What follows belongs to an exercise in optimizing a design on an open flow for small area, a short achievable clock period and few clock cycles per item; a production flow would make more cautious choices. At most, simulation tests tie the RTL to the original design; equivalence was not proved. For run 4, only the layout was checked, not whether the RTL still works. Power is estimated from default activity; no workload was simulated.

--- design/flow/constraint.sdc ---
create_clock -name core_clock -period 7.5 [get_ports {clk}]
set_input_delay 1.5000 -clock core_clock [delete_from_list [all_inputs] [get_ports {clk}]]
set_output_delay 1.5000 -clock core_clock [all_outputs]
set_load 0.01 [all_outputs]
--- design/flow/design.v ---
package cst_pkg;
  localparam int KindW = 6;
  localparam int ErrW  = 3;
  localparam logic [KindW-1:0] K_STAR = 6'd0, K_SLASH = 6'd1, K_MOD = 6'd2, K_XOR = 6'd3,
    K_INVERT = 6'd4, K_SEMI = 6'd5, K_COMMA = 6'd6, K_LBRACE = 6'd7, K_RBRACE = 6'd8,
    K_LPAREN = 6'd9, K_RPAREN = 6'd10, K_LBRACKET = 6'd11, K_RBRACKET = 6'd12,
    K_PLUS = 6'd13, K_INC = 6'd14, K_MINUS = 6'd15, K_DEC = 6'd16, K_OR = 6'd17,
    K_LOR = 6'd18, K_AND = 6'd19, K_LAND = 6'd20, K_ASSIGN = 6'd21, K_EQ = 6'd22,
    K_NOT = 6'd23, K_NEQ = 6'd24, K_LT = 6'd25, K_LE = 6'd26, K_SHL = 6'd27,
    K_GT = 6'd28, K_GE = 6'd29, K_SHR = 6'd30, K_DOT = 6'd31, K_ELLIPSIS = 6'd32,
    K_INTLIT = 6'd33, K_CHARLIT = 6'd34, K_CHAR_OUT = 6'd35, K_IDENT_END = 6'd36,
    K_STRING_END = 6'd37, K_END = 6'd38, K_KW_FIRST = 6'd39;
  localparam logic [ErrW-1:0] E_NONE = 3'd0, E_BAD_CHAR = 3'd1, E_BAD_ESC = 3'd2,
    E_NO_CLOSE = 3'd3, E_EARLY_END = 3'd4;
  typedef struct packed {
    logic [KindW-1:0] kind;
    logic [31:0]      value;
    logic [ErrW-1:0]  err;
    logic [31:0]      line;
    logic             last;
  } result_t;
endpackage
import cst_pkg::*;
module c_subset_tokenizer #(
  parameter int VALUE_BITS      = 32,
  parameter int KEYWORD_MAX_LEN = 6
) (
  input  logic        clk,
  input  logic        rst,
  input  logic        in_valid,
  output logic        in_stall,
  input  logic [7:0]  in_byte,
  input  logic        end_of_input,
  output logic        out_valid,
  input  logic        out_stall,
  output logic [5:0]  token_kind,
  output logic [31:0] token_value,
  output logic [2:0]  error_code,
  output logic [31:0] line_number,
  output logic        last_result
);
  typedef enum logic [3:0] {
    M_IDLE, M_OP, M_DOT2, M_INT, M_IDENT, M_CHAR_OPEN, M_CHAR_ESC,
    M_CHAR_CLOSE, M_STR, M_STR_ESC, M_HALT
  } mode_t;
  localparam logic [3:0] W_VOID = 4'd0, W_INT = 4'd1, W_CHAR = 4'd2, W_LONG = 4'd3,
    W_IF = 4'd4, W_ELSE = 4'd5, W_WHILE = 4'd6, W_FOR = 4'd7, W_RETURN = 4'd8;
  mode_t       mode, mode_next;
  logic [31:0] data, data_next;
  logic [31:0] line_count;
  logic        line_inc;
  logic        second;           
  logic        hv;               
  logic [7:0]  b;                
  logic        eoi;              
  function automatic logic is_digit(input logic [7:0] c);
    is_digit = c >= "0" && c <= "9";
  endfunction
  function automatic logic is_alpha(input logic [7:0] c);
    is_alpha = (c >= "a" && c <= "z") || (c >= "A" && c <= "Z");
  endfunction
  function automatic logic [8:0] esc_val(input logic [7:0] c);
    case (c)
      "a": esc_val = 9'd7;
      "b": esc_val = 9'd8;
      "f": esc_val = 9'd12;
      "n": esc_val = 9'd10;
      "r": esc_val = 9'd13;
      "t": esc_val = 9'd9;
      "v": esc_val = 9'd11;
      8'h5c, 8'h22, 8'h27: esc_val = {1'b1, c};
      default: esc_val = 9'd0;
    endcase
  endfunction
  function automatic logic [7:0] kw_char(input logic [3:0] w, input logic [2:0] p);
    kw_char = 8'd0;
    case (w)
      W_VOID:   case (p) 3'd1: kw_char = "o"; 3'd2: kw_char = "i"; 3'd3: kw_char = "d"; default: ; endcase
      W_INT:    case (p) 3'd1: kw_char = "n"; 3'd2: kw_char = "t"; default: ; endcase
      W_CHAR:   case (p) 3'd1: kw_char = "h"; 3'd2: kw_char = "a"; 3'd3: kw_char = "r"; default: ; endcase
      W_LONG:   case (p) 3'd1: kw_char = "o"; 3'd2: kw_char = "n"; 3'd3: kw_char = "g"; default: ; endcase
      W_ELSE:   case (p) 3'd1: kw_char = "l"; 3'd2: kw_char = "s"; 3'd3: kw_char = "e"; default: ; endcase
      W_WHILE:  case (p) 3'd1: kw_char = "h"; 3'd2: kw_char = "i"; 3'd3: kw_char = "l";
                         3'd4: kw_char = "e"; default: ; endcase
      W_FOR:    case (p) 3'd1: kw_char = "o"; 3'd2: kw_char = "r"; default: ; endcase
      W_RETURN: case (p) 3'd1: kw_char = "e"; 3'd2: kw_char = "t"; 3'd3: kw_char = "u";
                         3'd4: kw_char = "r"; 3'd5: kw_char = "n"; default: ; endcase
      default: ;
    endcase
  endfunction
  function automatic logic [2:0] kw_len(input logic [3:0] w);
    case (w)
      W_VOID, W_CHAR, W_LONG, W_ELSE: kw_len = 3'd4;
      W_INT, W_FOR: kw_len = 3'd3;
      W_IF: kw_len = 3'd2;
      W_WHILE: kw_len = 3'd5;
      W_RETURN: kw_len = 3'd6;
      default: kw_len = 3'd7;
    endcase
  endfunction
  logic             pr;              
  logic [5:0]       pk;
  logic [31:0]      pv;
  logic [2:0]       pe;
  logic             tail;            
  logic             tr;              
  logic [5:0]       tk;
  logic [7:0]       tv;
  logic             te;              
  logic [8:0]       esc;
  logic             idch;
  logic [2:0]       kwp;
  logic [3:0]       kww;
  logic [7:0]       tail_data;
  mode_t            tail_mode;
  assign esc  = esc_val(b);
  assign idch = is_alpha(b) || is_digit(b) || b == "_";
  assign kww  = data[3:0];
  assign kwp  = data[6:4];
  always_comb begin
    tr = 1'b0; tk = K_END; tv = 8'd0; te = 1'b0; line_inc = 1'b0;
    tail_mode = M_IDLE; tail_data = 8'd0;
    if (eoi) begin
      tr = 1'b1;
    end else begin
      case (b)
        8'h20, 8'h09, 8'h0b, 8'h0c, 8'h0d: ;
        8'h0a: line_inc = 1'b1;
        "*": begin tr = 1'b1; tk = K_STAR; end
        "/": begin tr = 1'b1; tk = K_SLASH; end
        "%": begin tr = 1'b1; tk = K_MOD; end
        "^": begin tr = 1'b1; tk = K_XOR; end
        "~": begin tr = 1'b1; tk = K_INVERT; end
        ";": begin tr = 1'b1; tk = K_SEMI; end
        ",": begin tr = 1'b1; tk = K_COMMA; end
        "{": begin tr = 1'b1; tk = K_LBRACE; end
        "}": begin tr = 1'b1; tk = K_RBRACE; end
        "(": begin tr = 1'b1; tk = K_LPAREN; end
        ")": begin tr = 1'b1; tk = K_RPAREN; end
        "[": begin tr = 1'b1; tk = K_LBRACKET; end
        "]": begin tr = 1'b1; tk = K_RBRACKET; end
        "+": begin tail_mode = M_OP; tail_data = {2'b0, K_PLUS}; end
        "-": begin tail_mode = M_OP; tail_data = {2'b0, K_MINUS}; end
        "|": begin tail_mode = M_OP; tail_data = {2'b0, K_OR}; end
        "&": begin tail_mode = M_OP; tail_data = {2'b0, K_AND}; end
        "=": begin tail_mode = M_OP; tail_data = {2'b0, K_ASSIGN}; end
        "!": begin tail_mode = M_OP; tail_data = {2'b0, K_NOT}; end
        "<": begin tail_mode = M_OP; tail_data = {2'b0, K_LT}; end
        ">": begin tail_mode = M_OP; tail_data = {2'b0, K_GT}; end
        ".": begin tail_mode = M_OP; tail_data = {2'b0, K_DOT}; end
        8'h27: tail_mode = M_CHAR_OPEN;
        8'h22: tail_mode = M_STR;
        default: begin
          if (is_digit(b)) begin
            tail_mode = M_INT; tail_data = b - 8'd48;
          end else if (is_alpha(b) || b == "_") begin
            tr = 1'b1; tk = K_CHAR_OUT; tv = b; tail_mode = M_IDENT;
            case (b)
              "v": tail_data = {1'b0, 3'd1, W_VOID};
              "i": tail_data = {1'b0, 3'd1, W_INT};
              "c": tail_data = {1'b0, 3'd1, W_CHAR};
              "l": tail_data = {1'b0, 3'd1, W_LONG};
              "e": tail_data = {1'b0, 3'd1, W_ELSE};
              "w": tail_data = {1'b0, 3'd1, W_WHILE};
              "f": tail_data = {1'b0, 3'd1, W_FOR};
              "r": tail_data = {1'b0, 3'd1, W_RETURN};
              default: tail_data = 8'd0;
            endcase
          end else begin
            tr = 1'b1; tv = b; te = 1'b1; tail_mode = M_HALT;
          end
        end
      endcase
    end
  end
  logic [31:0] acc_next;
  assign acc_next = {data[30:0] + {data[28:0], 2'b00}, 1'b0} + {28'd0, b[3:0]};
  logic [2:0] kw_len_w;
  assign kw_len_w = kw_len(kww);
  always_comb begin
    pr = 1'b0; pk = K_END; pv = 32'd0; pe = E_NONE; tail = 1'b0;
    mode_next = mode; data_next = data;
    case (mode)
      M_IDLE: tail = 1'b1;
      M_OP: begin
        if (!eoi && data[5:0] == K_DOT && b == ".") begin
          mode_next = M_DOT2;
        end else if (!eoi && b == "=" &&
                     (data[5:0] == K_ASSIGN || data[5:0] == K_NOT ||
                      data[5:0] == K_LT || data[5:0] == K_GT)) begin
          pr = 1'b1; pk = data[5:0] + 6'd1; mode_next = M_IDLE;
        end else if (!eoi && ((data[5:0] == K_PLUS && b == "+") ||
                              (data[5:0] == K_MINUS && b == "-") ||
                              (data[5:0] == K_OR && b == "|") ||
                              (data[5:0] == K_AND && b == "&"))) begin
          pr = 1'b1; pk = data[5:0] + 6'd1; mode_next = M_IDLE;
        end else if (!eoi && ((data[5:0] == K_LT && b == "<") ||
                              (data[5:0] == K_GT && b == ">"))) begin
          pr = 1'b1; pk = data[5:0] + 6'd2; mode_next = M_IDLE;
        end else begin
          pr = 1'b1; pk = data[5:0]; tail = 1'b1;
        end
      end
      M_DOT2: begin
        pr = 1'b1; mode_next = M_IDLE;
        if (!eoi && b == ".") pk = K_ELLIPSIS;
        else begin
          pe = E_BAD_CHAR; pv = eoi ? 32'd0 : {24'd0, b}; mode_next = M_HALT;
        end
      end
      M_INT: begin
        if (!eoi && is_digit(b)) data_next = acc_next;
        else begin
          pr = 1'b1; pk = K_INTLIT; pv = data; tail = 1'b1;
        end
      end
      M_IDENT: begin
        if (!eoi && idch) begin
          pr = 1'b1; pk = K_CHAR_OUT; pv = {24'd0, b};
          if (kwp != 3'd0 && b == kw_char(kww, kwp))
            data_next[6:4] = kwp + 3'd1;
          else if (kww == W_INT && kwp == 3'd1 && b == "f")
            data_next[6:0] = {3'd2, W_IF};
          else
            data_next[6:4] = 3'd0;
        end else begin
          pr = 1'b1; tail = 1'b1;
          pk = (kwp != 3'd0 && kwp == kw_len_w) ? K_KW_FIRST + {2'b0, kww} : K_IDENT_END;
        end
      end
      M_HALT: ;
      default: begin   
        if (eoi) begin
          pr = 1'b1; pe = E_EARLY_END; mode_next = M_HALT;
        end else begin
          case (mode)
            M_CHAR_OPEN: begin
              if (b == 8'h5c) mode_next = M_CHAR_ESC;
              else begin
                data_next[7:0] = b; mode_next = M_CHAR_CLOSE;
              end
            end
            M_CHAR_ESC: begin
              if (!esc[8] && esc[7:0] == 8'd0) begin
                pr = 1'b1; pe = E_BAD_ESC; pv = {24'd0, b}; mode_next = M_HALT;
              end else begin
                data_next[7:0] = esc[7:0]; mode_next = M_CHAR_CLOSE;
              end
            end
            M_CHAR_CLOSE: begin
              pr = 1'b1; mode_next = M_IDLE;
              if (b == 8'h27) begin
                pk = K_CHARLIT; pv = {24'd0, data[7:0]};
              end else begin
                pe = E_NO_CLOSE; pv = {24'd0, b}; mode_next = M_HALT;
              end
            end
            M_STR: begin
              if (b == 8'h22) begin
                pr = 1'b1; pk = K_STRING_END; mode_next = M_IDLE;
              end else if (b == 8'h5c) begin
                mode_next = M_STR_ESC;
              end else begin
                pr = 1'b1; pk = K_CHAR_OUT; pv = {24'd0, b};
              end
            end
            default: begin   
              pr = 1'b1;
              if (!esc[8] && esc[7:0] == 8'd0) begin
                pe = E_BAD_ESC; pv = {24'd0, b}; mode_next = M_HALT;
              end else begin
                pk = K_CHAR_OUT; pv = {24'd0, esc[7:0]}; mode_next = M_STR;
              end
            end
          endcase
        end
      end
    endcase
    if (tail) begin
      mode_next = tail_mode;
      data_next = (tail_mode == M_INT) ? {24'd0, tail_data} : {data[31:8], tail_data};
    end
  end
  logic has_t, show_p, last, retire;
  assign has_t  = tail && tr;
  assign show_p = pr && !second;
  assign last   = !(show_p && has_t);
  assign out_valid = hv && (pr || has_t);
  assign retire   = hv && (!(pr || has_t) || (!out_stall && last));
  assign in_stall = hv && !retire;
  assign token_kind  = show_p ? pk : tk;
  assign token_value = show_p ? pv : {24'd0, tv};
  assign error_code  = show_p ? pe : (te ? E_BAD_CHAR : E_NONE);
  assign line_number = line_count;
  assign last_result = last;
  always_ff @(posedge clk) begin
    if (rst) begin
      hv <= 1'b0; second <= 1'b0; mode <= M_IDLE; line_count <= 32'd1;
    end else begin
      if (in_valid && !in_stall) hv <= 1'b1;
      else if (retire) hv <= 1'b0;
      if (retire) second <= 1'b0;
      else if (hv && !out_stall && out_valid) second <= 1'b1;
      if (retire) begin
        mode <= mode_next;
        if (tail && line_inc) line_count <= line_count + 32'd1;
      end
    end
  end
  always_ff @(posedge clk) begin
    if (retire) data <= data_next;
    if (in_valid && !in_stall) begin
      b <= in_byte; eoi <= end_of_input;
    end
  end
endmodule
--- design/flow/config.mk ---
export PLATFORM = sky130hd
export DESIGN_NAME = c_subset_tokenizer
export DESIGN_NICKNAME = c_subset_tokenizer
export VERILOG_FILES = /design/flow/design.v
export SDC_FILE = /design/flow/constraint.sdc
export NUM_CORES = 4
export LEC_CHECK = 0
export ABC_CLOCK_PERIOD_IN_PS = 4500
export CAP_MARGIN = 20
export CORE_MARGIN = 2
export CORE_UTILIZATION = 45
export SETUP_SLACK_MARGIN = 3
export SLEW_MARGIN = 20
--- design/flow/run.sh ---
#!/bin/bash
# synth_recipe.tcl (not shown) runs the flow's synth.tcl, then flattens the netlist and writes it again
# the make line also repeats each setting of config.mk as NAME=value (left out here)
make -C /OpenROAD-flow-scripts/flow DESIGN_CONFIG=/design/flow/config.mk WORK_HOME=/design/flow/orfs CLKGATE_MAP_FILE= SYNTH_SCRIPT=/design/flow/synth_recipe.tcl finish
==> reports/qor.yml, run 1 <==
placed_design:
  placed_area_mm2: 0.0104
  dpl.hpwl_um: 23600
  placedCellCount: 1555
  place_congestion: 1.01
  io_buffers: 88
setup_path:
  crit_cells: 15
  max_stage_delay_ns: 0.48
  crit_path_end: "token_value[6]"
  crit_buf_inv: 3
  worstSetupStartpointType: "register"
  path_class: "reg -> out"
  crit_path_start: "b[4]$_DFFE_PP_"
  r2r-end: "kw_len_w[0]$_DFF_P_"
  crit_required_ns: 6.00
  crit_path_cell_trace: "buf_4, ha_4, nand3b_1, buf_4, o32a_1, nand4_1, o2111ai_2, o21ai_2, nand2b_4, nand3_4, or3_4, o31ai_4, o21bai_4, a22o_1, buf_2"
  path_common_cell: "buf_4"
  cp_top_family: "compound AO/OA/AOI/OAI gates"
  r2r_cells: 20
  cp_max_fo: 4
  critPathArrivalTime_ns: 3.67
  endpoint_kind: "output pin"
  rr_startpoint: "b[4]$_DFFE_PP_"
  slowest_stage: "edfxtp_1"
  reg2reg_slack_ns: 3.09
layout:
  final_util_pct: 61.8
  fin_cells: 1700
  drive_above_1_share_pct: 25.4
  final_area_mm2: 0.0125
  antenna_cells: 0
  area_growth_pct: 34.4
  nets: 1492
  num-fill-cells: 1830
yosys:
  ys_ff_latch: 82
  syn_inst: 1257
  ys.flop_type: "edfxtp_1"
  synth.largest_area_cell: "edfxtp_1"
  yosysMostFrequentCell: "nor2_1"
  yosysWarnings: 1
  ys_seq_area_share_pct: 22.0
  synth_edf_count: 41
  async_flop_share_pct: 0
  syn_area_mm2: 0.00933
  ys_top_cells_by_area: "edfxtp_1, dfxtp_1, ha_1"
  avgSynthCellArea_um2: 7.42
  synth_top_area_share_pct: 13.2
  synth_cell_types: 94
  synth_common_cells: "nor2_1, nand2_1, a21oi_1"
  synth_nets: 1324
global_routing:
  grt_pass1_wl_um: 52700
  antenna_found_initial: 0
  grt_pass1_vias: 9773
  grt_util_all_layers_pct: 30.1
  overflow: 0
  grt_max_degree: 39
die:
  ioPinCount: 89
  initial_utilization_pct: 46.0
  rows: 52
  die_area_mm2: 0.0219
  die_h_um: 148
  dieWidth_um: 148
  core_area_mm2: 0.0203
cts:
  clock_path_buffers: 2
  cts_tree: "done"
  htreeDepth: 3
  insertion_delay_ns: 0.35
  clkTransAtPathRegs_ns: 0.06
  clkSinkCount: 82
  cts_buffers: 9
  cts-root-buf: "clkbuf_16"
min_path:
  min_from: "line_count[10]$_SDFFE_PP0P_"
  hold_class: "reg -> reg"
status:
  outcome: "no timing/DRC/antenna violations"
route:
  drt_wl_total_um: 34700
  wl_met2_um: 15700
  drt_iter0_drc: 1229
  drcViolationCount: 0
  drt_first_pass_iters: 7
  vias_per_cell: 6.30
  wire_per_inst_um: 20.4
  highest_layer: "met4"
  vias: 10700
  ant_nets: 0
  wl_met1_um: 14100
  met3WireLength_um: 2860
sta:
  fin_crit_sh_pct: 68.9
  grt_setup_unrepaired: "true"
  max_slew_margin_pct: 28.5
  setup_viol: 0
  skew_ns: 0.00884
  layout_min_cycle_time_ns: 5.17
  report.final.slew_viol_count: 0
  hold_viol: 0
  final.setup.tns_ns: 0
  timing.hold.ws_ns: 0.500
  max_clock_freq_mhz: 193
  worst_pin_slew_ns: 1.07
power_and_ir_drop:
  max-vdd-ir-drop_v: 0.000127
  p_leak_uw: 0.00475
  p_per_area_mw_per_mm2: 151
job:
  cap_violations: 0
==> cells in the final DEF (no fill, tap or decap), types with 7 or more instances in the layout <==
cell type,netlist,routed
clkdlybuf4s50_1,0,44
a22oi_1,10,9
xor2_1,48,48
nor3_1,34,29
nor2b_1,15,10
o21ai_0,72,65
and2_4,0,21
clkbuf_16,0,11
nor2_2,3,11
a21oi_1,93,85
ha_1,52,44
buf_6,5,50
buf_2,15,12
a31oi_1,12,12
nand2_1,131,123
a21oi_2,4,11
and3_1,13,12
nand3_1,39,35
o22ai_1,25,21
a211oi_1,10,7
nand2b_1,25,22
nand2_2,1,7
nor4_1,12,10
o31ai_1,10,8
nand3b_1,10,10
a21o_1,20,20
dfxtp_1,41,37
o21ai_2,1,8
buf_4,7,109
o211ai_1,15,15
mux2i_1,13,13
inv_1,34,31
xnor2_1,42,41
and2_1,35,14
or3_1,20,19
nand4_1,19,19
nor2_1,149,136
edfxtp_1,41,41
==> final cells by class <==
class                   count  area, um^2  area share (%)
clock buffers              12         279            2.22
clock inverters             4        28.8           0.229
inverters                  35         134            1.07
multi-input cells        1065        7540            60.1
flip-flops and latches     82        2060            16.4
well taps                 270         338            2.69
repair buffers            232        2160            17.2
==> worst min path at each step <==
stage | to | slack [ns] | depth (start not counted)
3_5_place_dp | line_count[10]$_SDFFE_PP0P_ | 0.49 | 2
2_1_floorplan | second$_SDFFE_PP0P_ | 0.49 | 2
5_1_grt | line_count[6]$_SDFFE_PP0P_ | 0.56 | 2
6_report | line_count[10]$_SDFFE_PP0P_ | 0.50 | 2
3_3_place_gp | line_count[10]$_SDFFE_PP0P_ | 0.49 | 2
4_1_cts | line_count[10]$_SDFFE_PP0P_ | 0.50 | 2
==> flip-flops by register name (all words and copies together) (netlist names) <==
signal,count
b,8
data,32
eoi,1
hv,1
kw_len_w,3
line_count,32
mode,4
second,1
==> cells by family after synthesis <==
kind of cell               count (synthesis)  share of synthesized area (%)
buffers and inverters                    110                           5.31
adders and majority gates                 54                           7.40
muxes                                     14                           1.51
DFF                                       82                           22.0
AOI/OAI and AO/OA                        359                           25.3
xor gates and xnor gates                  90                           8.45
and+or+nand+nor                          548                           30.1
==> worst min-delay path, cell delays in order, from the launching register on <==
cell	delay, ns
dfxtp_1	0.32
o21ai_0	0.07
a21oi_1	0.06
==> through the flow <==
stage	setup slack (ns)	power, uW
2_1_floorplan	2.90	1030
3_3_place_gp	1.83	1210
3_5_place_dp	1.72	1210
4_1_cts	2.50	1800
5_1_grt	2.27	1980
6_report	2.33	1890
==> per-layer routing <==
metal / vias up / track usage [%]
li1: 4944 / -
met1: 5006 / 38.9
met3: 159 / 5.12
met5: - / 0
met4: 0 / 14.7
met2: 605 / 48.5
==> repair_timing <==
action / CTS / global route
gates resized for setup: 249 / 153
pin swaps: 34 / 40
hold buffers: 0 / 0
buffers inserted: 86 / 40
cloned: 3 / 0
setup endpoints to repair: 71 / 52
==> power by group <==
| part | internal, uW | total (uW) | switching [uW] | leakage (uW) |
|---|---|---|---|---|
| clock network | 266 | 458 | 192 | 0.000154 |
| registers | 502 | 534 | 32.0 | 0.000718 |
| logic | 367 | 900 | 533 | 0.00388 |
| total | 1140 | 1890 | 757 | 0.00475 |
Testbench counts, summed over its fixed seeds: cycles 24,544, bytes 24,324.
==> run 2, diff against run 1 <==
--- a/design/flow/config.mk
+++ b/design/flow/config.mk
@@ -6,8 +6,6 @@
 export NUM_CORES = 4
 export LEC_CHECK = 0
-export ABC_CLOCK_PERIOD_IN_PS = 4500
 export CAP_MARGIN = 20
 export CORE_MARGIN = 2
 export CORE_UTILIZATION = 45
-export SETUP_SLACK_MARGIN = 3
 export SLEW_MARGIN = 20
==> run 2 against run 1 <==
Compared with the run above: still clean; area after synthesis is the same; sequential power grew 3.7%; final cell count shrank 7.5%.
==> reports/qor.yml, run 2 <==
sta:
  layout_min_cycle_time_ns: 6.68  # was 5.17 ns
  layout_setup_ws_ns: 0.819  # was 2.33 ns
  skew_ns: 0.0107  # was 0.00884 ns
  worst_pin_slew_ns: 1.09  # was 1.07 ns
  max_clock_freq_mhz: 150  # was 193 MHz
  hold_viol: 0  # unchanged
  max_slew_margin_pct: 26.3  # was 28.5%
  grt_setup_unrepaired: "false"  # was true
  final.setup.tns_ns: 0  # unchanged
  report.final.slew_viol_count: 0  # unchanged
  fin_crit_sh_pct: 89.1  # was 68.9%
  setup_viol: 0  # unchanged
global_routing:
  grt_busiest_layer: "met2"  # unchanged
  grt_util_all_layers_pct: 28.4  # was 30.1%
  grt_max_degree: 39  # unchanged
  use_met1_pct: 38.3  # was 38.9%
  met2_usage_pct: 46.3  # was 48.5%
  overflow: 0  # unchanged
  grt_use_met3_pct: 4.32  # was 5.12%
  grt_pass1_vias: 9068  # was 9,773
  antenna_found_initial: 0  # unchanged
  grt_pass1_wl_um: 49600  # was 52,700 um
layout:
  nets: 1364  # was 1,492
  num-fill-cells: 2024  # was 1,830
  antenna_cells: 0  # unchanged
  final_cell_mix: "nor2_1, nand2_1, a21oi_1"  # was nor2_1, nand2_1, buf_4
  final_area_mm2: 0.0106  # was 0.0125 mm^2
  drive_above_1_share_pct: 5.38  # was 25.4%
  reg_top3: "data x32, line_count x32, b x8"  # unchanged
  layout_commonest_cell: "nor2_1"  # unchanged
  area_growth_pct: 13.7  # was 34.4%
cts:
  cts_tree: "done"  # unchanged
  cts_hold_buf: 0  # unchanged
  cts-root-buf: "clkbuf_16"  # unchanged
  clkSinkCount: 82  # unchanged
  htreeDepth: 3  # unchanged
  clock_path_buffers: 2  # unchanged
  clkTransAtPathRegs_ns: 0.07  # was 0.06 ns
  postCtsSetupRepairBufs: 0  # was 86
  cts_buffers: 9  # unchanged
  insertion_delay_ns: 0.36  # was 0.35 ns
  cts_resized: 0  # was 249
route:
  wire_per_inst_um: 19.8  # was 20.4 um
  drt_iter0_drc: 1178  # was 1,229
  drt_first_pass_iters: 6  # was 7
  vias_per_cell: 6.19  # was 6.30
  ant_nets: 0  # unchanged
  drt_wl_total_um: 31100  # was 34,700 um
  vias: 9734  # was 10,700
  drcViolationCount: 0  # unchanged
status:
  outcome: "no timing/DRC/antenna violations"  # unchanged
yosys:
  async_flop_share_pct: 0  # unchanged
  ys_ff_latch: 82  # unchanged
  syn_inst: 1257  # unchanged
  synth_edf_count: 41  # unchanged
  synth_cell_types: 94  # unchanged
  ys_top_cells_by_area: "edfxtp_1, dfxtp_1, ha_1"  # unchanged
  synth_nets: 1324  # unchanged
  avgSynthCellArea_um2: 7.42  # unchanged
  ys.flop_type: "edfxtp_1"  # unchanged
  yosysMostFrequentCell: "nor2_1"  # unchanged
  ys_seq_area_share_pct: 22.0  # unchanged
  synth_common_cells: "nor2_1, nand2_1, a21oi_1"  # unchanged
  synth_top_area_share_pct: 13.2  # unchanged
  syn_area_mm2: 0.00933  # unchanged
  yosysWarnings: 1  # unchanged
  synth.largest_area_cell: "edfxtp_1"  # unchanged
placed_design:
  dpl.hpwl_um: 23900  # was 23,600 um
  place_congestion: 1.01  # about the same
  place_ws_ns: 1.38  # was 1.72 ns
  io_buffers: 88  # unchanged
  placed_area_mm2: 0.0103  # was 0.0104 mm^2
setup_path:
  critPathArrivalTime_ns: 5.18  # was 3.67 ns
  r2r-end: "kw_len_w[2]$_SDFF_PP1_"  # was kw_len_w[0]$_DFF_P_
  cp_max_fo: 12  # was 4
  r2r_cells: 14  # was 20
  reg2reg_slack_ns: 2.56  # was 3.09 ns
  worstSetupStartpointType: "register"  # unchanged
  path_class: "reg -> out"  # unchanged
  rr_startpoint: "b[4]$_DFFE_PP_"  # unchanged
  crit_required_ns: 6.00  # about the same
  endpoint_kind: "output pin"  # unchanged
min_path:
  hold_class: "reg -> reg"  # unchanged
  holdPathEnd: "line_count[10]$_SDFFE_PP0P_"  # unchanged
  min_from: "line_count[10]$_SDFFE_PP0P_"  # unchanged
  hold_depth: 2  # unchanged
power_and_ir_drop:
  max-vdd-ir-drop_v: 0.000121  # was 0.000127 V
  p_per_area_mw_per_mm2: 157  # was 151 mW/mm^2
  p_leak_uw: 0.00375  # was 0.00475 uW
die:
  rows: 52  # unchanged
  ioPinCount: 89  # unchanged
  die_h_um: 148  # unchanged
  dieWidth_um: 148  # unchanged
  core_area_mm2: 0.0203  # unchanged
  die_area_mm2: 0.0219  # unchanged
  initial_utilization_pct: 46.0  # unchanged
job:
  cap_violations: 0  # unchanged
## run 2: kinds of logic (layout without fill, tap and decap cells)
kind of cell	Yosys count	in the layout	synth area share (%)
adders and majority gates	54	54	7.40
muxes	14	14	1.51
xor gates and xnor gates	90	90	8.45
buffers and inverters	110	155	5.31
and+or+nand+nor	548	548	30.1
AOI/OAI and AO/OA	359	359	25.3
DFF	82	82	22.0
## run 2: metrics by stage
step / power, uW / hold slack [ns] / util (%) / instances
4_1_cts: 1670 / 0.517 / 52.3 / 1572
6_report: 1670 / 0.513 / 52.3 / 1572
3_3_place_gp: 1200 / 0.484 / 50.8 / 1556
5_1_grt: 1760 / 0.559 / 52.3 / 1572
2_1_floorplan: 1010 / 0.494 / - / 1257
3_5_place_dp: 1200 / 0.507 / 50.8 / 1556
## run 2: layout make-up
cell class,instances,area [um^2],area share [%]
repair buffers,104,1000,9.43
multi-input cells,1065,6790,64.0
clock inverters,7,73.8,0.696
well taps,270,338,3.18
inverters,35,131,1.24
flip-flops and latches,82,2050,19.3
clock buffers,9,225,2.12
## run 2: worst max path at each step
stage / from / to / slack [ns] / cells past startpoint
global route: b[2]$_DFFE_PP_ / token_value[5] / 0.66 / 13
floorplan: b[4]$_DFFE_PP_ / token_value[4] / 2.73 / 16
CTS: b[2]$_DFFE_PP_ / token_value[4] / 1.0 / 13
detailed placement: b[2]$_DFFE_PP_ / token_value[4] / 1.38 / 13
finish: b[4]$_DFFE_PP_ / token_value[5] / 0.82 / 13
global placement: b[2]$_DFFE_PP_ / token_value[4] / 1.44 / 13
## run 2: worst max-delay path, cell delays in order (launching register included)
cell and delay, ns:
edfxtp_1 0.63, ha_1 0.53, nand3b_1 0.37, o32a_1 0.49, nand4_1 0.17, o2111ai_1 0.25
o21ai_2 0.15, nand2b_1 0.37, nand3_1 0.19, or3_1 0.41, o31ai_1 0.21, o21bai_1 0.29
a22o_1 0.19, clkdlybuf4s50_1 0.56
## run 2: report_power, final
part	switching [uW]	internal (uW)	total [uW]
Clock	202	262	463
Combinational	410	242	652
Sequential	52.8	501	554
Total	664	1000	1670
## run 2: routing by layer
metal	routed length, um	vias up
met5	0	-
met4	986	0
met2	14400	466
li1	-	4688
met3	2310	72
met1	13400	4508
==> run 3, diff against run 2 <==
--- a/design/flow/config.mk
+++ b/design/flow/config.mk
@@ -6,6 +6,8 @@
 export NUM_CORES = 4
 export LEC_CHECK = 0
+export ABC_CLOCK_PERIOD_IN_PS = 3500
 export CAP_MARGIN = 20
 export CORE_MARGIN = 2
 export CORE_UTILIZATION = 45
+export SETUP_SLACK_MARGIN = 4
 export SLEW_MARGIN = 20
==> run 3 against run 2 <==
Compared with the run above: wire length up 20%; worst hold slack worse by 0.0069 ns; largest cell class unchanged; die area unchanged; largest power group unchanged; still clean; clock skew up 0.0020 ns.
==> reports/qor.yml, run 3 <==
sta:
  setup_viol: 0  # unchanged
  hold_viol: 0  # unchanged
  layout_min_cycle_time_ns: 5.13  # was 6.68 ns
  fin_crit_sh_pct: 68.4  # was 89.1%
  max_slew_margin_pct: 47.1  # was 26.3%
  grt_setup_unrepaired: "true"  # was false
  worst_pin_slew_ns: 0.788  # was 1.09 ns
  max_clock_freq_mhz: 195  # was 150 MHz
  skew_ns: 0.0127  # was 0.0107 ns
  report.final.slew_viol_count: 0  # unchanged
  final.setup.tns_ns: 0  # unchanged
  layout_setup_ws_ns: 2.37  # was 0.819 ns
die:
  rows: 52  # unchanged
  dieWidth_um: 148  # unchanged
  ioPinCount: 89  # unchanged
  core_area_mm2: 0.0203  # unchanged
  initial_utilization_pct: 46.0  # unchanged
  die_area_mm2: 0.0219  # unchanged
  die_h_um: 148  # unchanged
cts:
  cts-root-buf: "clkbuf_16"  # unchanged
  clkTransAtPathRegs_ns: 0.07  # about the same
  htreeDepth: 3  # unchanged
  clock_path_buffers: 2  # unchanged
  cts_tree: "done"  # unchanged
  cts_buffers: 9  # unchanged
  cts_hold_buf: 0  # unchanged
  insertion_delay_ns: 0.35  # was 0.36 ns
  clkSinkCount: 82  # unchanged
min_path:
  hold_class: "reg -> reg"  # unchanged
  min_from: "line_count[6]$_SDFFE_PP0P_"  # was line_count[10]$_SDFFE_PP0P_
setup_path:
  slowest_stage: "or3_4"  # was edfxtp_1
  rr_startpoint: "b[4]$_DFFE_PP_"  # unchanged
  crit_path_cell_trace: "buf_4, buf_4, nand3b_1, nor3_4, and2_1, o2111ai_2, o21ai_2, nand2b_4, nand3_2, or3_4, o31ai_4, o21bai_4, a22o_1, buf_2"  # was ha_1, nand3b_1, o32a_1, nand4_1, o2111ai_1, o21ai_2, nand2b_1, nand3_1, or3_1, o31ai_1, o21bai_1, a22o_1, clkdlybuf4s50_1
  cp_max_fo: 11  # was 12
  critPathArrivalTime_ns: 3.63  # was 5.18 ns
  cp_top_family: "simple AND/OR/NAND/NOR gates"  # was compound AO/OA/AOI/OAI gates
  worstSetupStartpointType: "register"  # unchanged
  max_stage_delay_ns: 0.47  # was 0.63 ns
  path_class: "reg -> out"  # unchanged
  path_common_cell: "buf_4"
  crit_buf_inv: 3  # was 1
  endpoint_kind: "output pin"  # unchanged
  crit_required_ns: 6.00  # about the same
  crit_path_start: "b[7]$_DFFE_PP_"  # was b[4]$_DFFE_PP_
global_routing:
  antenna_found_initial: 0  # unchanged
  grt_util_all_layers_pct: 31.7  # was 28.4%
  grt_pass1_wl_um: 55300  # was 49,600 um
  grt_max_degree: 39  # unchanged
  grt_pass1_vias: 10100  # was 9,068
  overflow: 0  # unchanged
yosys:
  ys_top_cells_by_area: "edfxtp_1, dfxtp_1, ha_1"  # unchanged
  synth_edf_count: 41  # unchanged
  syn_inst: 1257  # unchanged
  synth_top_area_share_pct: 13.2  # unchanged
  ys_seq_area_share_pct: 22.0  # unchanged
  ys.flop_type: "edfxtp_1"  # unchanged
  ys_ff_latch: 82  # unchanged
  synth_common_cells: "nor2_1, nand2_1, a21oi_1"  # unchanged
  synth_nets: 1324  # unchanged
  yosysMostFrequentCell: "nor2_1"  # unchanged
  synth_cell_types: 94  # unchanged
  synth.largest_area_cell: "edfxtp_1"  # unchanged
  syn_area_mm2: 0.00933  # unchanged
  yosysWarnings: 1  # unchanged
  async_flop_share_pct: 0  # unchanged
  avgSynthCellArea_um2: 7.42  # unchanged
power_and_ir_drop:
  max-vdd-ir-drop_v: 0.000126  # was 0.000121 V
  p_leak_uw: 0.00527  # was 0.00375 uW
  p_per_area_mw_per_mm2: 151  # was 157 mW/mm^2
route:
  drt_iter0_drc: 1382  # was 1,178
  wire_per_inst_um: 21.3  # was 19.8 um
  drcViolationCount: 0  # unchanged
  drt_first_pass_iters: 6  # unchanged
  drt_wl_total_um: 37200  # was 31,100 um
  vias_per_cell: 6.36  # was 6.19
  ant_nets: 0  # unchanged
  vias: 11100  # was 9,734
layout:
  final_cell_mix: "buf_4, nor2_1, nand2_1"  # was nor2_1, nand2_1, a21oi_1
  antenna_cells: 0  # unchanged
  nets: 1542  # was 1,364
  num-fill-cells: 1677  # was 2,024
  drive_above_1_share_pct: 31.3  # was 5.38%
  layout_commonest_cell: "buf_4"  # was nor2_1
  area_growth_pct: 44.7  # was 13.7%
  reg_top3: "data x32, line_count x32, b x8"  # unchanged
placed_design:
  place_congestion: 1.01  # about the same
  dpl.hpwl_um: 23100  # was 23,900 um
  place_ws_ns: 1.75  # was 1.38 ns
  io_buffers: 88  # unchanged
status:
  outcome: "no timing/DRC/antenna violations"  # unchanged
job:
  cap_violations: 0  # unchanged
[run 3: cell counts after synthesis]
Identical to the previous run, type by type.
[run 3: where the power goes]
group	internal, uW	total, uW	switching (uW)
logic	452	1050	602
clock network	262	462	200
registers	501	526	25.1
[run 3: metal layers]
layer  routed length [um]  GRT usage, %  up-vias
met1                14600          41.0     5241
met2                17200          52.7      654
met3                 3260          5.09      188
met5                    0             0        -
met4                 2160          13.4        0
li1                     -             -     5050
[run 3: kinds of logic (layout without fill, tap and decap cells)]
| group | after synthesis | count (layout) | synth area share, % |
|---|---|---|---|
| and+or+nand+nor | 548 | 551 | 30.1 |
| adders and majority gates | 54 | 54 | 7.40 |
| AOI/OAI and AO/OA | 359 | 360 | 25.3 |
| muxes | 14 | 14 | 1.51 |
| xor gates and xnor gates | 90 | 90 | 8.45 |
| buffers and inverters | 110 | 329 | 5.31 |
| DFF | 82 | 82 | 22.0 |
[run 3: final timing paths]
check / end / slack, ns / depth (start not counted)
hold reg to reg: line_count[6]$_SDFFE_PP0P_ / 0.51 / 2
setup / recovery: token_value[4] / 2.37 / 14
hold / removal: line_count[6]$_SDFFE_PP0P_ / 0.51 / 2
setup reg to reg: kw_len_w[0]$_DFF_P_ / 3.45 / 21
[run 3: through the flow]
| stage | cells | utilization (%) | total power [uW] | cell area, um^2 | hold slack [ns] |
|---|---|---|---|---|---|
| floorplan | 1257 | - | 1050 | 9660 | 0.494 |
| global placement | 1553 | 52.0 | 1230 | 10600 | 0.482 |
| detailed placement | 1553 | 52.0 | 1230 | 10600 | 0.500 |
| CTS | 1697 | 62.3 | 1910 | 12700 | 0.513 |
| global route | 1750 | 66.5 | 2130 | 13500 | 0.566 |
| finish | 1750 | 66.5 | 2040 | 13500 | 0.506 |
[run 3: cell type report]
cell class | instances | area [um^2] | area share [%]
multi-input combinational | 1069 | 8170 | 60.5
timing repair buffer | 278 | 2510 | 18.6
clock buffer | 10 | 229 | 1.70
sequential | 82 | 2060 | 15.2
inverter | 35 | 136 | 1.01
clock inverter | 6 | 71.3 | 0.528
tap | 270 | 338 | 2.50
[run 3: worst register-to-register path: cells and delay by family (launching register included)]
kind                       cells  cell delay, ns
buffers and inverters          9            1.18
muxes                          1            0.17
DFF                            1            0.40
adders and majority gates      1            0.12
and+or+nand+nor                4            0.79
AOI/OAI and AO/OA              6            1.32
[run 3: timing repair]
item	in CTS	in global routing
buffers inserted	124	50
cloned	4	3
pin swaps	48	59
resized for setup	260	135
endpoints found under the hold margin	0	0
endpoints found under the setup margin	158	143
==> run 4, diff against run 3 <==
--- a/design/flow/design.v
+++ b/design/flow/design.v
@@ -153,5 +153,5 @@
         default: begin
           if (is_digit(b)) begin
-            tail_mode = M_INT; tail_data = b - 8'd48;
+            tail_mode = M_INT; tail_data = {4'd0, b[3:0]};
           end else if (is_alpha(b) || b == "_") begin
             tr = 1'b1; tk = K_CHAR_OUT; tv = b; tail_mode = M_IDENT;
@@ -282,34 +282,57 @@
     end
   end
-  logic has_t, show_p, last, retire;
-  assign has_t  = tail && tr;
-  assign show_p = pr && !second;
-  assign last   = !(show_p && has_t);
-  assign out_valid = hv && (pr || has_t);
-  assign retire   = hv && (!(pr || has_t) || (!out_stall && last));
-  assign in_stall = hv && !retire;
-  assign token_kind  = show_p ? pk : tk;
-  assign token_value = show_p ? pv : {24'd0, tv};
-  assign error_code  = show_p ? pe : (te ? E_BAD_CHAR : E_NONE);
+  logic       free, adv, use_p, use_t, consume;
+  logic       sv;                
+  logic [7:0] sb;
+  logic       seoi;
+  logic       nl_pend;           
+  logic [5:0] o_kind;
+  logic [7:0] o_val;
+  logic [2:0] o_err;
+  logic       o_last, o_int;
+  assign free    = !out_valid || !out_stall;
+  assign adv     = hv && free;
+  assign use_p   = pr && !second;
+  assign use_t   = !use_p && tail && tr;
+  assign consume = adv && !(use_p && tail && tr);
+  assign in_stall = sv;
+  assign token_kind  = o_kind;
+  assign token_value = {o_int ? data[31:8] : 24'd0, o_val};
+  assign error_code  = o_err;
   assign line_number = line_count;
-  assign last_result = last;
+  assign last_result = o_last;
   always_ff @(posedge clk) begin
     if (rst) begin
-      hv <= 1'b0; second <= 1'b0; mode <= M_IDLE; line_count <= 32'd1;
+      hv <= 1'b0; sv <= 1'b0; second <= 1'b0; mode <= M_IDLE; line_count <= 32'd1;
+      nl_pend <= 1'b0; out_valid <= 1'b0;
     end else begin
-      if (in_valid && !in_stall) hv <= 1'b1;
-      else if (retire) hv <= 1'b0;
-      if (retire) second <= 1'b0;
-      else if (hv && !out_stall && out_valid) second <= 1'b1;
-      if (retire) begin
-        mode <= mode_next;
-        if (tail && line_inc) line_count <= line_count + 32'd1;
-      end
+      if (!hv || consume) begin
+        if (sv) begin
+          hv <= 1'b1; sv <= 1'b0;
+        end else hv <= in_valid;
+      end else if (in_valid && !sv) sv <= 1'b1;
+      if (adv) begin
+        out_valid <= use_p || use_t;
+        second <= !consume;
+        line_count <= line_count + {31'd0, nl_pend};
+        nl_pend <= consume && tail && line_inc;
+      end else if (!out_stall) out_valid <= 1'b0;
+      if (consume) mode <= mode_next;
     end
   end
   always_ff @(posedge clk) begin
-    if (retire) data <= data_next;
-    if (in_valid && !in_stall) begin
-      b <= in_byte; eoi <= end_of_input;
+    if (consume) data <= data_next;
+    if (!hv || consume) begin
+      b <= sv ? sb : in_byte; eoi <= sv ? seoi : end_of_input;
+    end
+    if (hv && !consume && !sv) begin
+      sb <= in_byte; seoi <= end_of_input;
+    end
+    if (adv) begin
+      o_kind <= use_p ? pk : tk;
+      o_val  <= use_p ? pv[7:0] : tv;
+      o_err  <= use_p ? pe : (te ? E_BAD_CHAR : E_NONE);
+      o_last <= !(use_p && tail && tr);
+      o_int  <= use_p && mode == M_INT;
     end
   end
--- a/design/flow/config.mk
+++ b/design/flow/config.mk
@@ -6,8 +6,9 @@
 export NUM_CORES = 4
 export LEC_CHECK = 0
-export ABC_CLOCK_PERIOD_IN_PS = 3500
+export ABC_AREA = 1
+export ABC_CLOCK_PERIOD_IN_PS = 3000
 export CAP_MARGIN = 20
 export CORE_MARGIN = 2
 export CORE_UTILIZATION = 45
-export SETUP_SLACK_MARGIN = 4
+export SETUP_SLACK_MARGIN = 4.5
 export SLEW_MARGIN = 20
==> run 4 against run 3 <==
Compared with the run above: worst hold slack worse by 0.024 ns; worst setup slack better by 1.9 ns; largest power group unchanged; area after synthesis up 14%; global-route usage up 0.28 points; still clean; first-iteration DRC count down 2.7%; total power rose to 2.5 times the previous value; die area up 14%.
==> reports/qor.yml, run 4 <==
sta:
  report.final.slew_viol_count: 0  # unchanged
  hold_viol: 0  # unchanged
  setup_viol: 0  # unchanged
  fin_crit_sh_pct: 42.5  # was 68.4%
  skew_ns: 0.0149  # was 0.0127 ns
  layout_min_cycle_time_ns: 3.19  # was 5.13 ns
  worst_pin_slew_ns: 0.996  # was 0.788 ns
  final.setup.tns_ns: 0  # unchanged
  max_slew_margin_pct: 32.7  # was 47.1%
  timing.hold.ws_ns: 0.482  # was 0.506 ns
  max_clock_freq_mhz: 314  # was 195 MHz
  grt_setup_unrepaired: "true"  # unchanged
yosys:
  synth_nets: 1676  # was 1,324
  synth_edf_count: 69  # was 41
  yosysMostFrequentCell: "nand2_1"  # was nor2_1
  ys_ff_latch: 113  # was 82
  yosysWarnings: 1  # unchanged
  synth.largest_area_cell: "edfxtp_1"  # unchanged
  synth_common_cells: "nand2_1, nor2_1, inv_1"  # was nor2_1, nand2_1, a21oi_1
  synth_cell_types: 63  # was 94
  ys_top_cells_by_area: "edfxtp_1, nand2_1, dfxtp_1"  # was edfxtp_1, dfxtp_1, ha_1
  ys_seq_area_share_pct: 27.7  # was 22.0%
  avgSynthCellArea_um2: 6.62  # was 7.42 um^2
  syn_inst: 1609  # was 1,257
  ys.flop_type: "edfxtp_1"  # unchanged
  async_flop_share_pct: 0  # unchanged
  syn_area_mm2: 0.0106  # was 0.00933 mm^2
  synth_top_area_share_pct: 19.5  # was 13.2%
power_and_ir_drop:
  max-vdd-ir-drop_v: 0.000228  # was 0.000126 V
  p_leak_uw: 0.00693  # was 0.00527 uW
  p_per_area_mw_per_mm2: 334  # was 151 mW/mm^2
  seqPwrFrac_pct: 17.5  # was 25.8%
  power_frac_clock_pct: 16.3  # was 22.6%
  combPwrFrac_pct: 66.2  # was 51.6%
  swShare_pct: 49.9  # was 40.5%
  p_int_uw: 2580  # was 1220 uW
  p_switching_uw: 2580  # was 827 uW
route:
  drt_first_pass_iters: 6  # unchanged
  drcViolationCount: 0  # unchanged
  ant_nets: 0  # unchanged
  drt_iter0_drc: 1345  # was 1,382
  wire_per_inst_um: 19.3  # was 21.3 um
  vias: 12600  # was 11,100
  drt_wl_total_um: 42400  # was 37,200 um
  vias_per_cell: 5.76  # was 6.36
die:
  dieWidth_um: 158  # was 148 um
  core_area_mm2: 0.0233  # was 0.0203 mm^2
  ioPinCount: 89  # unchanged
  rows: 56  # was 52
  initial_utilization_pct: 45.6  # was 46.0%
  die_h_um: 158  # was 148 um
  die_area_mm2: 0.0249  # was 0.0219 mm^2
setup_path:
  cp_max_fo: 12  # was 11
  crit_buf_inv: 3  # unchanged
  cp_top_family: "buffers and inverters"  # was simple AND/OR/NAND/NOR gates
  crit_required_ns: 6.00  # about the same
  max_stage_delay_ns: 0.53  # was 0.47 ns
  reg2reg_slack_ns: 4.33  # was 3.45 ns
  endpoint_kind: "output pin"  # unchanged
  crit_path_cell_trace: "buf_6, nand2_1, inv_1, clkdlybuf4s50_1"  # was buf_4, buf_4, nand3b_1, nor3_4, and2_1, o2111ai_2, o21ai_2, nand2b_4, nand3_2, or3_4, o31ai_4, o21bai_4, a22o_1, buf_2
  path_class: "reg -> out"  # unchanged
  slowest_stage: "clkdlybuf4s50_1"  # was or3_4
  critPathArrivalTime_ns: 1.69  # was 3.63 ns
  worstSetupStartpointType: "register"  # unchanged
cts:
  cts_tree: "done"  # unchanged
  cts_hold_buf: 0  # unchanged
  htreeDepth: 4  # was 3
  cts-root-buf: "clkbuf_16"  # unchanged
  clkSinkCount: 113  # was 82
  cts_buffers: 17  # was 9
  insertion_delay_ns: 0.44  # was 0.35 ns
  clkTransAtPathRegs_ns: 0.06  # was 0.07 ns
  clock_path_buffers: 2  # unchanged
global_routing:
  grt_max_degree: 28  # was 39
  grt_pass1_wl_um: 61100  # was 55,300 um
  grt_util_all_layers_pct: 32.0  # was 31.7%
  grt_pass1_vias: 11100  # was 10,100
  overflow: 0  # unchanged
  antenna_found_initial: 0  # unchanged
layout:
  final_cell_mix: "nand2_1, inv_1, nor2_1"  # was buf_4, nor2_1, nand2_1
  drive_above_1_share_pct: 29.4  # was 31.3%
  nets: 1932  # was 1,542
  num-fill-cells: 2058  # was 1,677
  area_growth_pct: 45.2  # was 44.7%
  antenna_cells: 0  # unchanged
  fin_cells: 2197  # was 1,750
  reg_top3: "data x32, line_count x32"  # was data x32, line_count x32, b x8
  layout_commonest_cell: "nand2_1"  # was buf_4
placed_design:
  dpl.hpwl_um: 29000  # was 23,100 um
  placedCellCount: 1995  # was 1,553
  io_buffers: 88  # unchanged
  place_congestion: 1.06  # was 1.01
job:
  cap_violations: 0  # unchanged
status:
  outcome: "no timing/DRC/antenna violations"  # unchanged
min_path:
  hold_class: "reg -> reg"  # unchanged
[run 4: changes by cell type in the layout (fill, tap and decap cells not counted), moves of 31 or more]
cell and change:
xnor2_1 -33, clkdlybuf4s50_1 +31, nand3_1 +51, inv_1 +141, nor2_4 +34, nand2_2 +47, nand2_1 +227
[run 4: cells by family (layout without fill, tap and decap cells)]
logic type	after synthesis	in the layout	share of synthesized area [%]
buf+inv	236	502	8.57
fa+ha+maj	54	54	6.49
compound gates	273	273	15.0
xor+xnor	40	40	3.36
simple gates	884	887	37.9
mux	9	9	0.952
flops	113	113	27.7
[run 4: per-layer routing]
layer  vias to the layer above  routed length, um  track usage, %
met3                       115               4300            6.02
met1                      5921              18200            45.9
li1                       5919                  -               -
met2                       694              18500            48.5
met5                         -                  0               0
met4                         0               1380            10.3
[run 4: worst paths after layout]
check        cells after the start                     end                  from
max reg2reg                     14  data[26]$_SDFFCE_PP0P_     data[0]$_DFFE_PN_
min                              2    nl_pend$_SDFFE_PP0P_  nl_pend$_SDFFE_PP0P_
max                              4         token_value[20]       o_int$_DFFE_PP_
min reg2reg                      2    nl_pend$_SDFFE_PP0P_  nl_pend$_SDFFE_PP0P_
[run 4: power groups by stage]
stage          Sequential, uW  Clock (uW)  Combinational [uW]
2_1_floorplan             926           0                1480
3_3_place_gp              998           0                2070
3_5_place_dp              998           0                2050
4_1_cts                   897         844                2650
5_1_grt                   909         872                3650
6_report                  902         840                3420
[run 4: worst reg2reg max path, stage by stage (launching register included)]
cell	delay, ns
edfxtp_1	0.43
buf_6	0.15
ha_4	0.16
fa_2	0.44
nand3_2	0.12
nand2_4	0.09
buf_12	0.15
xor2_4	0.22
nand4_1	0.28
nor2_4	0.25
nand2_2	0.12
nor2_4	0.17
nand3b_1	0.15
o21ai_1	0.16
nor2_1	0.05
[run 4: repair_timing]
item / 4_1_cts / 5_1_grt
gates resized for setup: 129 / 280
pin swaps: 27 / 112
setup endpoints to repair: 152 / 105
buffers inserted: 68 / 94
gates cloned: 3 / 5
[run 4: stage by stage]
stage / area [um^2] / power, uW / setup WS, ns / utilization (%)
2_1_floorplan: 10700 / 2400 / 4.04 / -
3_3_place_gp: 11900 / 3060 / 3.18 / 51.1
3_5_place_dp: 11900 / 3050 / 3.08 / 51.1
4_1_cts: 13600 / 4390 / 4.32 / 58.1
5_1_grt: 15500 / 5440 / 4.18 / 66.3
6_report: 15500 / 5160 / 4.31 / 66.3
[run 4: area by class of cell]
cell class	count	area, um^2	area share (%)
Timing Repair inverter	2	13.8	0.0890
Clock buffer	19	475	3.07
Inverter	212	878	5.68
Timing Repair Buffer	256	2340	15.1
Tap cell	319	399	2.58
Multi-Input combinational cell	1263	8280	53.5
Clock inverter	13	123	0.793
Sequential cell	113	2960	19.1
==> run 5, diff against run 4 <==
--- a/design/flow/design.v
+++ b/design/flow/design.v
@@ -174,6 +174,38 @@
     end
   end
+  function automatic logic [27:0] add28(input logic [27:0] a, input logic [27:0] c,
+                                        input logic cin);
+    logic [31:0] g, p, gg, pp;
+    g = {4'd0, a & c}; p = {4'd0, a ^ c};
+    gg = g; pp = p;
+    for (int l = 0; l < 5; l++)
+      for (int i = (2 << l) - 1; i < 32; i = i + (2 << l)) begin
+        gg[i] = gg[i] | (pp[i] & gg[i - (1 << l)]);
+        pp[i] = pp[i] & pp[i - (1 << l)];
+      end
+    for (int l = 3; l >= 0; l--)
+      for (int i = 3 * (1 << l) - 1; i < 32; i = i + (2 << l)) begin
+        gg[i] = gg[i] | (pp[i] & gg[i - (1 << l)]);
+        pp[i] = pp[i] & pp[i - (1 << l)];
+      end
+    add28 = p[27:0] ^ ({gg[26:0], 1'b0} | ({pp[26:0], 1'b1} & {28{cin}}));
+  endfunction
+  function automatic logic [31:0] inc32(input logic [31:0] a, input logic cin);
+    logic [31:0] pp;
+    pp = a;
+    for (int l = 0; l < 5; l++)
+      for (int i = (2 << l) - 1; i < 32; i = i + (2 << l))
+        pp[i] = pp[i] & pp[i - (1 << l)];
+    for (int l = 3; l >= 0; l--)
+      for (int i = 3 * (1 << l) - 1; i < 32; i = i + (2 << l))
+        pp[i] = pp[i] & pp[i - (1 << l)];
+    inc32 = a ^ ({pp[30:0], 1'b1} & {32{cin}});
+  endfunction
+  logic [4:0]  acc_lo;
+  logic [27:0] acc_hi;
   logic [31:0] acc_next;
-  assign acc_next = {data[30:0] + {data[28:0], 2'b00}, 1'b0} + {28'd0, b[3:0]};
+  assign acc_lo   = {1'b0, data[0], 3'b000} + {1'b0, data[2:0], 1'b0} + {1'b0, b[3:0]};
+  assign acc_hi   = add28(data[28:1], data[30:3], acc_lo[4]);
+  assign acc_next = {acc_hi[27:0], acc_lo[3:0]};
   logic [2:0] kw_len_w;
   assign kw_len_w = kw_len(kww);
@@ -315,5 +347,5 @@
         out_valid <= use_p || use_t;
         second <= !consume;
-        line_count <= line_count + {31'd0, nl_pend};
+        line_count <= inc32(line_count, nl_pend);
         nl_pend <= consume && tail && line_inc;
       end else if (!out_stall) out_valid <= 1'b0;
==> run 5 against run 4 <==
Compared with the run above: still clean on timing, DRC and antenna; critical path depth is 15 higher; non-clock buffer count fell by 3; sequential share of layout area grew 3.7 points; maximum frequency decreased by 0.72%; critical path type is now reg -> reg; final cell count fell by 17%; wire length fell by 20%; worst setup slack lost 0.023 ns; clock power fell by 3.0%; via count is 18% lower.
==> reports/qor.yml, run 5 <==
setup_path:
  cp_max_fo: 4  # was 12
  rr_startpoint: "b[2]$_DFFE_PP_"  # was data[0]$_DFFE_PN_
  crit_path_start: "b[2]$_DFFE_PP_"  # was o_int$_DFFE_PP_
  endpoint_kind: "register"  # was output pin
  r2r_cells: 19  # was 14
  crit_path_cell_trace: "buf_6, buf_6, ha_4, ha_4, inv_2, fa_2, xnor2_4, inv_2, o211ai_1, nand2_1, inv_2, or2_4, nand2_4, nand2_2, nand2_2, inv_2, o21ai_2, nand2_1, nor2_1"  # was buf_6, nand2_1, inv_1, clkdlybuf4s50_1
  worstSetupStartpointType: "register"  # unchanged
  critPathArrivalTime_ns: 3.37  # was 1.69 ns
  path_class: "reg -> reg"  # was reg -> out
  path_common_cell: "inv_2"
  cp_top_family: "adder cells"  # was buffers and inverters
  max_stage_delay_ns: 0.49  # was 0.53 ns
  crit_cells: 19  # was 4
  slowest_stage: "edfxtp_1"  # was clkdlybuf4s50_1
  crit_required_ns: 7.66  # was 6.00 ns
  crit_buf_inv: 6  # was 3
min_path:
  hold_class: "reg -> reg"  # unchanged
  min_from: "second$_SDFFE_PP0P_"  # was nl_pend$_SDFFE_PP0P_
  hold_depth: 2  # unchanged
power_and_ir_drop:
  max-vdd-ir-drop_v: 0.000228  # about the same
  p_int_uw: 2120  # was 2580 uW
  p_leak_uw: 0.00576  # was 0.00693 uW
  p_per_area_mw_per_mm2: 302  # was 334 mW/mm^2
  combPwrFrac_pct: 57.2  # was 66.2%
  seqPwrFrac_pct: 22.0  # was 17.5%
  swShare_pct: 45.7  # was 49.9%
  p_switching_uw: 1790  # was 2580 uW
  power_frac_clock_pct: 20.8  # was 16.3%
yosys:
  ys.flop_type: "edfxtp_1"  # unchanged
  synth.largest_area_cell: "edfxtp_1"  # unchanged
  yosysWarnings: 1  # unchanged
  synth_nets: 1364  # was 1,676
  syn_area_mm2: 0.00919  # was 0.0106 mm^2
  avgSynthCellArea_um2: 7.08  # was 6.62 um^2
  async_flop_share_pct: 0  # unchanged
  ys_ff_latch: 113  # unchanged
  yosysMostFrequentCell: "nand2_1"  # unchanged
  synth_top_area_share_pct: 22.5  # was 19.5%
  synth_edf_count: 69  # unchanged
  ys_top_cells_by_area: "edfxtp_1, nand2_1, dfxtp_1"  # unchanged
  synth_common_cells: "nand2_1, inv_1, nor2_1"  # was nand2_1, nor2_1, inv_1
  syn_inst: 1299  # was 1,609
  synth_cell_types: 64  # was 63
  ys_seq_area_share_pct: 32.1  # was 27.7%
die:
  initial_utilization_pct: 45.6  # about the same
  rows: 52  # was 56
  die_h_um: 147  # was 158 um
  core_area_mm2: 0.0202  # was 0.0233 mm^2
  ioPinCount: 89  # unchanged
  die_area_mm2: 0.0216  # was 0.0249 mm^2
  dieWidth_um: 147  # was 158 um
cts:
  cts_buffers: 17  # unchanged
  clock_path_buffers: 2  # unchanged
  htreeDepth: 4  # unchanged
  clkTransAtPathRegs_ns: 0.06  # about the same
  cts-root-buf: "clkbuf_16"  # unchanged
  cts_tree: "done"  # unchanged
  clkSinkCount: 113  # unchanged
  insertion_delay_ns: 0.42  # was 0.44 ns
  cts_hold_buf: 0  # unchanged
layout:
  final_area_mm2: 0.0130  # was 0.0155 mm^2
  antenna_cells: 0  # unchanged
  reg_top3: "data x32, line_count x32"  # unchanged
  area_growth_pct: 41.2  # was 45.2%
  final_util_pct: 64.4  # was 66.3%
  layout_commonest_cell: "nand2_1"  # unchanged
  drive_above_1_share_pct: 26.9  # was 29.4%
  num-fill-cells: 1842  # was 2,058
  final_cell_mix: "nand2_1, inv_1, buf_4"  # was nand2_1, inv_1, nor2_1
  nets: 1609  # was 1,932
sta:
  final.setup.tns_ns: 0  # unchanged
  max_slew_margin_pct: 60.9  # was 32.7%
  timing.hold.ws_ns: 0.474  # was 0.482 ns
  skew_ns: 0.0139  # was 0.0149 ns
  fin_crit_sh_pct: 42.8  # was 42.5%
  report.final.slew_viol_count: 0  # unchanged
  setup_viol: 0  # unchanged
  hold_viol: 0  # unchanged
  grt_setup_unrepaired: "true"  # unchanged
  max_clock_freq_mhz: 311  # was 314 MHz
  layout_min_cycle_time_ns: 3.21  # was 3.19 ns
  worst_pin_slew_ns: 0.584  # was 0.996 ns
route:
  vias_per_cell: 5.70  # was 5.76
  ant_nets: 0  # unchanged
  drt_iter0_drc: 1048  # was 1,345
  drcViolationCount: 0  # unchanged
  drt_wl_total_um: 34100  # was 42,400 um
  vias: 10400  # was 12,600
  drt_first_pass_iters: 6  # unchanged
  wire_per_inst_um: 18.7  # was 19.3 um
placed_design:
  io_buffers: 88  # unchanged
  placed_area_mm2: 0.0103  # was 0.0119 mm^2
  dpl.hpwl_um: 22400  # was 29,000 um
  place_congestion: 1.03  # was 1.06
global_routing:
  overflow: 0  # unchanged
  antenna_found_initial: 0  # unchanged
  grt_pass1_vias: 9670  # was 11,100
  grt_util_all_layers_pct: 30.8  # was 32.0%
  grt_max_degree: 29  # was 28
  grt_pass1_wl_um: 52300  # was 61,100 um
status:
  outcome: "no timing/DRC/antenna violations"  # unchanged
job:
  cap_violations: 0  # unchanged
-- run 5: logic make-up after synthesis --
kind of cell / count (synthesis) / synth area share (%)
simple gates: 634 / 31.5
mux: 11 / 1.32
buf+inv: 215 / 9.28
xor+xnor: 30 / 2.86
compound gates: 244 / 15.6
flops: 113 / 32.1
fa+ha+maj: 52 / 7.32
-- run 5: repair_timing --
item / in CTS / in global routing
pin swaps: 45 / 41
cloned: 4 / 1
endpoints found under the setup margin: 144 / 105
resized for setup: 128 / 106
buffers inserted: 124 / 37
-- run 5: final timing paths --
path / endpoint / slack, ns
setup reg to reg: data[23]$_SDFFCE_PP0P_ / 4.29
setup / recovery: data[23]$_SDFFCE_PP0P_ / 4.29
hold / removal: second$_SDFFE_PP0P_ / 0.47
hold reg to reg: second$_SDFFE_PP0P_ / 0.47
-- run 5: cell type report --
cell class | count | area [um^2] | area share, %
Clock buffer | 18 | 450 | 3.47
Clock inverter | 14 | 143 | 1.10
Inverter | 183 | 726 | 5.59
Multi-Input combinational cell | 976 | 6110 | 47.1
Sequential cell | 113 | 2960 | 22.8
Tap cell | 270 | 338 | 2.60
Timing Repair Buffer | 253 | 2250 | 17.4
-- run 5: layer usage --
metal	vias up	GRT usage, %	share of wire [%]
li1	4902	-	-
met1	4882	41.4	42
met2	540	50.7	46
met3	99	5.59	8.4
met4	0	9.66	3.0
met5	-	0	0
-- run 5: per-stage QoR --
step                      setup WS (ns)  power (uW)  instances
after floorplan                    4.27        2000       1299
after global placement             3.38        2490       1629
after detailed placement           3.28        2490       1629
after CTS                          4.38        3710       1789
after global routing               4.12        4130       1827
final                              4.29        3920       1827
-- run 5: worst reg2reg max path: stages, from the launching register on --
cell and delay, ns:
edfxtp_1 0.49, buf_6 0.19, buf_6 0.12, ha_4 0.26
ha_4 0.12, inv_2 0.03, fa_2 0.42, xnor2_4 0.26
inv_2 0.10, o211ai_1 0.24, nand2_1 0.12, inv_2 0.07
or2_4 0.13, nand2_4 0.05, nand2_2 0.08, nand2_2 0.05
inv_2 0.07, o21ai_2 0.05, nand2_1 0.05, nor2_1 0.04
-- run 5: power by group through the flow --
stage / sequential [uW] / clock [uW] / combinational (uW)
finish: 863 / 815 / 2240
global route: 872 / 854 / 2410
CTS: 860 / 824 / 2020
detailed placement: 928 / 0 / 1560
global placement: 927 / 0 / 1570
floorplan: 875 / 0 / 1120
Testbench counts of run 5, summed over its fixed seeds: cycles 24,552, bytes 24,324.

[what the ideal ports hide]
The flow's constraints put no driver on any port. The routed layouts listed below were extracted and timed again, unchanged, in two steps. Step 1 sets driving cells, clkbuf_16 on the clock port and buf_2 on the other inputs (assumed; they add their load-dependent delay and slew). Step 2 times the ports against the registers' clock, not the clock port: input delays grow and output delays shrink by t, the midpoint of the rising clock arrivals with the driver on. Slacks: ideal / step 1 / step 2; pairs: ideal / step 1.
run | shift t [ns] | slack for setup (ns) | latest minus earliest clock arrival (ns) | worst register clock-pin slew, ns
run 1 | 0.392 | 2.331 / 2.285 / 2.677 | 0.009 / 0.009 | 0.07 / 0.07
run 2 | 0.395 | 0.819 / 0.775 / 1.169 | 0.011 / 0.011 | 0.07 / 0.07
run 3 | 0.393 | 2.368 / 2.322 / 2.714 | 0.013 / 0.013 | 0.07 / 0.07
run 4 | 0.479 | 4.310 / 4.261 / 4.265 | 0.019 / 0.018 | 0.07 / 0.07
run 5 | 0.457 | 4.287 / 4.287 / 4.110 | 0.014 / 0.014 | 0.07 / 0.07
After both steps every run listed still meets setup and hold. For run 5, which loses most, drivers alone change the setup slack by 0.000 ns; drivers and shift together by -0.177 ns.
